What follows belongs to an exercise in optimizing a design on an open flow for small area, a short achievable clock period and few clock cycles per item; a production flow would make more cautious choices. The RTL was checked by simulation tests, not by an equivalence proof against the original design. Power is estimated from default activity; no workload was simulated.

$ cat flow/design.v
`default_nettype none
package bmem_pkg;
    localparam int WORD_BITS = 32;
    localparam int BEAT_BITS = 64;
    localparam int LINE_BITS = 256;
    localparam int BEATS_PER_LINE = LINE_BITS / BEAT_BITS;
    localparam int WORDS_PER_LINE = LINE_BITS / WORD_BITS;
    localparam int OFFSET_BITS = $clog2(LINE_BITS / 8);
    typedef union packed {
        logic [BEATS_PER_LINE-1:0][BEAT_BITS-1:0] beats;
        logic [WORDS_PER_LINE-1:0][WORD_BITS-1:0] words;
    } line_t;
endpackage
`default_nettype wire
`default_nettype none
module bmem_bridge
#(
    parameter int ADDR_W = 32
) (
    input  wire logic                 clk,
    input  wire logic                 rst,
    input  wire logic                 fetch_req_i,
    input  wire logic [ADDR_W-1:0]    fetch_addr_i,
    output logic                      fetch_resp_o,
    output logic      [bmem_pkg::WORD_BITS-1:0] fetch_word_o,
    input  wire logic                 dline_read_i,
    input  wire logic                 dline_write_i,
    input  wire logic [ADDR_W-1:0]    dline_addr_i,
    input  wire logic [bmem_pkg::LINE_BITS-1:0] dline_wdata_i,
    output logic                      dline_resp_o,
    output logic      [bmem_pkg::LINE_BITS-1:0] dline_rdata_o,
    output logic      [ADDR_W-1:0]    bmem_addr_o,
    output logic                      bmem_read_o,
    output logic                      bmem_write_o,
    output logic      [bmem_pkg::BEAT_BITS-1:0] bmem_wdata_o,
    input  wire logic                 bmem_ready_i,
    input  wire logic [bmem_pkg::BEAT_BITS-1:0] bmem_rdata_i,
    input  wire logic                 bmem_rvalid_i
);
    localparam int OFF   = bmem_pkg::OFFSET_BITS;
    localparam int TAG_W = ADDR_W - OFF;
    logic [3:0][63:0]   buf_q;
    logic [TAG_W-1:0]   tag_q;
    logic               iv_q;        
    logic               rd_busy;
    logic               rd_data_q;   
    logic [3:0]         st_q;        
    logic [3:0]         arr_q;
    logic               wr_act_q;
    logic [3:0]         wsel_q;
    logic               rlock_q;
    logic               rlock_data_q;
    logic               f_match;
    logic [3:0]         f_ok;
    logic [63:0]        f_beat;
    logic [31:0]        f_buf_word;
    logic [31:0]        f_bus_word;
    assign rd_busy = |arr_q;
    assign f_match = iv_q && (tag_q == fetch_addr_i[ADDR_W-1:OFF]);
    assign f_ok    = st_q | (arr_q & {4{bmem_rvalid_i}});
    assign f_beat     = buf_q[fetch_addr_i[4:3]];
    assign f_buf_word = fetch_addr_i[2] ? f_beat[63:32] : f_beat[31:0];
    assign f_bus_word = fetch_addr_i[2] ? bmem_rdata_i[63:32] : bmem_rdata_i[31:0];
    assign fetch_resp_o = fetch_req_i && f_match && f_ok[fetch_addr_i[4:3]];
    assign fetch_word_o = st_q[fetch_addr_i[4:3]] ? f_buf_word : f_bus_word;
    logic               f_miss;
    logic               d_pend;
    logic               g_fetch;
    logic               g_dread;
    logic               g_write;
    logic               a_data;
    assign f_miss  = fetch_req_i && !f_match;
    assign d_pend  = dline_read_i || dline_write_i;
    assign g_write = !rd_busy && (wr_act_q || (!rlock_q && dline_write_i));
    assign g_dread = !rd_busy && !wr_act_q && (rlock_q ? rlock_data_q : dline_read_i);
    assign g_fetch = !rd_busy && !wr_act_q && (rlock_q ? !rlock_data_q : (!d_pend && f_miss));
    assign a_data  = d_pend && !(rlock_q && !rlock_data_q);
    assign bmem_read_o  = g_fetch || g_dread;
    assign bmem_write_o = g_write;
    assign bmem_addr_o  = {(a_data ? dline_addr_i[ADDR_W-1:OFF] : fetch_addr_i[ADDR_W-1:OFF]), {OFF{1'b0}}};
    always_comb begin
        bmem_wdata_o = '0;
        for (int k = 0; k < 4; k++) begin
            bmem_wdata_o = bmem_wdata_o | (dline_wdata_i[64*k +: 64] & {64{wsel_q[k]}});
        end
    end
    logic               last_rbeat;
    logic               last_wbeat;
    assign last_rbeat = arr_q[3] && bmem_rvalid_i;
    assign last_wbeat = wsel_q[3] && bmem_ready_i;
    assign dline_resp_o  = (last_rbeat && rd_data_q) || last_wbeat;
    assign dline_rdata_o = {bmem_rdata_i, buf_q[2], buf_q[1], buf_q[0]};
    always_ff @(posedge clk) begin
        if (rst) begin
            iv_q      <= 1'b0;
            rd_data_q <= 1'b0;
            wr_act_q  <= 1'b0;
            wsel_q    <= 4'd1;
            rlock_q   <= 1'b0;
            rlock_data_q <= 1'b0;
            st_q      <= 4'd0;
            arr_q     <= 4'd0;
        end else begin
            if (bmem_read_o) begin
                rlock_q      <= !bmem_ready_i;
                rlock_data_q <= g_dread;
                if (bmem_ready_i) begin
                    rd_data_q <= g_dread;
                    iv_q      <= 1'b1;
                    st_q      <= 4'd0;
                    arr_q     <= 4'd1;
                end
            end
            if (bmem_rvalid_i) begin
                st_q   <= st_q | arr_q;
                arr_q  <= {arr_q[2:0], 1'b0};
            end
            if (g_write) begin
                wr_act_q <= !last_wbeat;
                if (bmem_ready_i) begin
                    wsel_q <= {wsel_q[2:0], wsel_q[3]};
                end
                if (tag_q == dline_addr_i[ADDR_W-1:OFF]) begin
                    iv_q <= 1'b0;
                end
            end
        end
    end
    always_ff @(posedge clk) begin
        if (bmem_read_o && bmem_ready_i) begin
            tag_q <= bmem_addr_o[ADDR_W-1:OFF];
        end
        for (int k = 0; k < 4; k++) begin
            if (bmem_rvalid_i && arr_q[k]) begin
                buf_q[k] <= bmem_rdata_i;
            end
        end
    end
endmodule
`default_nettype wire
$ cat flow/flow/run.sh
#!/bin/bash
# Standard layout, with the smallest buffer on every input and output port,
# and without the slow wide OR/NOR cells (on top of the platform's don't-use
# list) in synthesis and repair.
set -euo pipefail
export BUFFER_PORTS_ARGS="-buffer_cell sky130_fd_sc_hd__buf_1"
PLATFORM_DONT_USE="sky130_fd_sc_hd__probe_p_8 sky130_fd_sc_hd__probec_p_8 sky130_fd_sc_hd__lpflow_bleeder_1 sky130_fd_sc_hd__lpflow_clkbufkapwr_1 sky130_fd_sc_hd__lpflow_clkbufkapwr_16 sky130_fd_sc_hd__lpflow_clkbufkapwr_2 sky130_fd_sc_hd__lpflow_clkbufkapwr_4 sky130_fd_sc_hd__lpflow_clkbufkapwr_8 sky130_fd_sc_hd__lpflow_clkinvkapwr_1 sky130_fd_sc_hd__lpflow_clkinvkapwr_16 sky130_fd_sc_hd__lpflow_clkinvkapwr_2 sky130_fd_sc_hd__lpflow_clkinvkapwr_4 sky130_fd_sc_hd__lpflow_clkinvkapwr_8 sky130_fd_sc_hd__lpflow_decapkapwr_12 sky130_fd_sc_hd__lpflow_decapkapwr_3 sky130_fd_sc_hd__lpflow_decapkapwr_4 sky130_fd_sc_hd__lpflow_decapkapwr_6 sky130_fd_sc_hd__lpflow_decapkapwr_8 sky130_fd_sc_hd__lpflow_inputiso0n_1 sky130_fd_sc_hd__lpflow_inputiso0p_1 sky130_fd_sc_hd__lpflow_inputiso1n_1 sky130_fd_sc_hd__lpflow_inputiso1p_1 sky130_fd_sc_hd__lpflow_inputisolatch_1 sky130_fd_sc_hd__lpflow_isobufsrc_1 sky130_fd_sc_hd__lpflow_isobufsrc_16 sky130_fd_sc_hd__lpflow_isobufsrc_2 sky130_fd_sc_hd__lpflow_isobufsrc_4 sky130_fd_sc_hd__lpflow_isobufsrc_8 sky130_fd_sc_hd__lpflow_isobufsrckapwr_16 sky130_fd_sc_hd__lpflow_lsbuf_lh_hl_isowell_tap_1 sky130_fd_sc_hd__lpflow_lsbuf_lh_hl_isowell_tap_2 sky130_fd_sc_hd__lpflow_lsbuf_lh_hl_isowell_tap_4 sky130_fd_sc_hd__lpflow_lsbuf_lh_isowell_4 sky130_fd_sc_hd__lpflow_lsbuf_lh_isowell_tap_1 sky130_fd_sc_hd__lpflow_lsbuf_lh_isowell_tap_2 sky130_fd_sc_hd__lpflow_lsbuf_lh_isowell_tap_4 sky130_fd_sc_hd__fill_1 sky130_fd_sc_hd__fill_2 sky130_fd_sc_hd__fill_4 sky130_fd_sc_hd__fill_8 "
SLOW="sky130_fd_sc_hd__or3_1 sky130_fd_sc_hd__or3_2 sky130_fd_sc_hd__or3_4 sky130_fd_sc_hd__or3b_1 sky130_fd_sc_hd__or3b_2 sky130_fd_sc_hd__or3b_4 sky130_fd_sc_hd__or4_1 sky130_fd_sc_hd__or4_2 sky130_fd_sc_hd__or4_4 sky130_fd_sc_hd__or4b_1 sky130_fd_sc_hd__or4b_2 sky130_fd_sc_hd__or4b_4 sky130_fd_sc_hd__or4bb_1 sky130_fd_sc_hd__or4bb_2 sky130_fd_sc_hd__or4bb_4 sky130_fd_sc_hd__nor4_1 sky130_fd_sc_hd__nor4_2 sky130_fd_sc_hd__nor4_4 sky130_fd_sc_hd__nor4b_1 sky130_fd_sc_hd__nor4b_2 sky130_fd_sc_hd__nor4b_4 sky130_fd_sc_hd__nor4bb_1 sky130_fd_sc_hd__nor4bb_2 sky130_fd_sc_hd__nor4bb_4"
bash standard.sh "DONT_USE_CELLS=$PLATFORM_DONT_USE $SLOW" finish > standard_flow.log 2>&1
$ cat flow/standard.sh
#!/bin/bash
# synth_recipe.tcl (not shown) runs the flow's synth.tcl, then flattens the netlist and writes it again
# the make line also repeats each setting of config.mk as NAME=value (left out here)
make -C /OpenROAD-flow-scripts/flow DESIGN_CONFIG=/design/flow/config.mk WORK_HOME=/design/flow/orfs CLKGATE_MAP_FILE= SYNTH_SCRIPT=/design/flow/synth_recipe.tcl "${@:-finish}"
$ cat flow/config.mk
export PLATFORM = sky130hd
export DESIGN_NAME = bmem_bridge
export DESIGN_NICKNAME = bmem_bridge
export VERILOG_FILES = /design/flow/design.v
export SDC_FILE = /design/flow/constraint.sdc
export NUM_CORES = 4
export LEC_CHECK = 0
export CAP_MARGIN = 20
export CORE_AREA = 5 5 225 225
export DIE_AREA = 0 0 230 230
export SETUP_SLACK_MARGIN = 2.0
export SLEW_MARGIN = 20
$ cat flow/constraint.sdc
create_clock -name core_clock -period 5.0 [get_ports {clk}]
set_input_delay 1.0000 -clock core_clock [delete_from_list [all_inputs] [get_ports {clk}]]
set_output_delay 1.0000 -clock core_clock [all_outputs]
set_load 0.01 [all_outputs]
==> impl_metrics.tcl <==
set metrics [dict create \
    die_height_um 230 \
    worstPathRequired_ns 4.00 \
    cts_tree "yes" \
    post-route-period-util 0.7091 \
    die_w_um 230 \
    synthTopCellsByArea "edfxtp_1 53%, mux4_2 14%, buf_4 12%" \
    setup.worst_path.start_class "primary input" \
    ys.flop_type "edfxtp_1" \
    power_uw 6426 \
    slew_headroom 0.4139 \
    synth_common_cells "283 x edfxtp_1, 261 x buf_4, 128 x a22oi_1, 98 x mux4_2, 70 x nand2_1" \
    hold_viol 0 \
    drtAntennaViolNets 0 \
    routed_wl_um 77080 \
    p_leak_uw 0.006646 \
    finalSetupTns_ns 0 \
    die-area_mm2 0.05290 \
    worst_pin_slew_ns 0.8792 \
    clock_latency_ns 0.54 \
    finalMaxSlewViolations 0 \
    coreArea_mm2 0.04785 \
    dr.pass1.iters 5 \
    syn2layout_area_growth_pct 26.93 \
    dp_hpwl_um 58290 \
    drive_gt1_frac 0.2043 \
    netlist.area_leader.share 0.5335 \
    rsz0062_at_grt "yes" \
    path_clk_slew_ns 0.06 \
    portBuffers 766 \
    grt_pass1_vias 12360 \
    grt_max_degree 59 \
    synth_cell_types 45 \
    cts_htree_levels 2 \
    fin_worst_skew_ns 0.01951 \
    setup_viol 0 \
    numClockSinks 300 \
    yosys.area.top_type "edfxtp_1" \
    ir_drop_mv 0.2840 \
    crit_arrival_ns 2.55 \
    gp_congestion 1.007 \
    syn_avg_cell_area_um2 14.51 \
    grt_pass1_wl_um 99950 \
    ys_ff_latch 300 \
    gr-usage-all-layers 0.2712 \
    async_flop_share 0 \
    reg2reg_slack_ns 2.79 \
    powerDensity_mw_per_mm2 317.8 \
    drc_errors 0 \
    rows 80 \
    cts_made_buffers 35 \
    antenna_found_initial 55 \
    viasPerCell 5.372 \
    path_max_fanout 5 \
    nets 2046 \
    overflow 0 \
    wire_per_inst_um 33.18 \
    seq_area_frac_synth 0.5549 \
    yosysMostFrequentCell "edfxtp_1" \
    finish.utilization 0.4226 \
    regArea_mm2 0.008855 \
    hp-class "flop to flop" \
    synth_edf_count 283 \
    fmax_mhz 282.1 \
    synth_warnings 1 \
    synth_cells 1098 \
    fin_crit_ns 3.545 \
    end_kind "output pin" \
    root_buffer "clkbuf_16" \
    run_status "complete, no violations" \
    maxCapViolations 0 \
    clk_path_buf_depth 3 \
    initial_core_util 0.3329 \
    pin_count 779 \
    dr.first_iter.drc_count 1097 \
    vias 12480 \
    worst-setup-path-type "primary input to output pin" \
    hold_buffers 0 \
    synth_area_mm2 0.01593 \
    multi_input_area_mm2 0.005290 \
    fillers 4489 \
]
-- critical path: stages --
cell,delay (ns)
clkbuf_16,0.15
buf_12,0.15
mux4_2,0.51
mux4_2,0.56
buf_1,0.16
-- metal layers --
layer  part of all wire  vias up  GRT usage
met4              0.046        4     0.1401
met3              0.098      134    0.07340
met5            0.00034        -          0
li1                   -     5171          -
met2               0.49      857     0.4409
met1               0.37     6313     0.3328
-- final cells by class --
type / instances / share of cell area
tap: 615 / 0.03806
inverter: 3 / 0.0005569
sequential: 300 / 0.4379
clock inverter: 21 / 0.008354
antenna: 29 / 0.003589
clock buffer: 40 / 0.04425
multi-input combinational: 487 / 0.2616
timing repair buffer: 828 / 0.2056
-- sequential cells by signal (all words and copies together) (netlist names) --
| signal | flops |
|---|---|
| st_q | 4 |
| rlock_data_q | 1 |
| rlock_q | 1 |
| iv_q | 1 |
| tag_q | 27 |
| wsel_q | 4 |
| arr_q | 4 |
| buf_q | 256 |
| rd_data_q | 1 |
| wr_act_q | 1 |
-- cells in the final DEF (no fill, tap or decap), drive strengths merged, types with 17 or more instances in the layout --
master	netlist	routed
mux4	98	98
xnor2	52	52
clkinv	0	17
a22oi	128	128
clkbuf	33	64
nor2	20	20
dfxtp	17	17
edfxtp	283	283
diode	0	29
buf	284	804
mux2	27	27
nand2	70	70
-- final timing paths --
kind	start	endpoint	depth (start not counted)
setup / recovery	fetch_addr_i[3]	fetch_word_o[10]	5
hold / removal	rd_data_q$_SDFFE_PP0P_	rd_data_q$_SDFFE_PP0P_	2
setup reg to reg	tag_q[10]$_DFFE_PP_	tag_q[21]$_DFFE_PP_	6
hold reg to reg	rd_data_q$_SDFFE_PP0P_	rd_data_q$_SDFFE_PP0P_	2
-- what timing repair did --
item,in CTS,in global routing
gates cloned,13,6
resized for setup,178,42
pin swaps,26,1
setup buffers,31,1
setup endpoints to repair,127,60
-- cell families (layout without fill, tap and decap cells) --
family	Yosys count	in the layout	synth area share
AO/OA/AOI/OAI	159	160	0.07462
XOR/XNOR	54	54	0.02969
buffers and inverters	320	892	0.1413
flip-flops	300	300	0.5549
multiplexers	125	125	0.1576
other	1	34	0.0002354
AND/OR/NAND/NOR	139	143	0.04163
-- metrics by stage --
| step | cell area [µm²] | worst slack (ns) | hold slack [ns] | instances |
|---|---|---|---|---|
| after detailed placement | 17580 | 0.9304 | 0.4851 | 2182 |
| after global routing | 20190 | 1.428 | 0.5324 | 2311 |
| after CTS | 19890 | 1.425 | 0.5011 | 2287 |
| final | 20220 | 1.455 | 0.5041 | 2323 |
| after floorplan | 16050 | 1.668 | 0.4462 | 1102 |
| after global placement | 17580 | 0.9303 | 0.4836 | 2182 |
-- power by group --
| group | leakage, µW | switching, µW | total (µW) | internal [µW] |
|---|---|---|---|---|
| Sequential | 0.00270 | 59.2 | 2860 | 2810 |
| Clock | 0.000517 | 1040 | 2390 | 1350 |
| Combinational | 0.00343 | 652 | 1170 | 515 |
| Total | 0.00665 | 1760 | 6430 | 4670 |
Testbench counts, summed over its fixed seeds: cycles 6,209, items 2,640.

## afterwards: timing with drivers on the ports
Ports are ideal in the flow. The routed layout listed here was re-timed in OpenROAD. Step 1 assumes that a clkbuf_16 drives the clock port and a buf_2 every other input. Step 2 times the ports against the registers' clock, not the clock port: input delays grow and output delays shrink by t, the midpoint of the rising clock arrivals with the driver on. a / b / c = ideal / step 1 / step 2; a / b = the first two.
shift t [ns]: 0.588
setup slack, ns: 1.455 / 1.248 / 1.248
worst data-port slew with drivers (ns): 0.25
After both steps this run still meets setup and hold. The setup slack of this run moves by -0.207 ns with the drivers and by -0.207 ns with both steps.
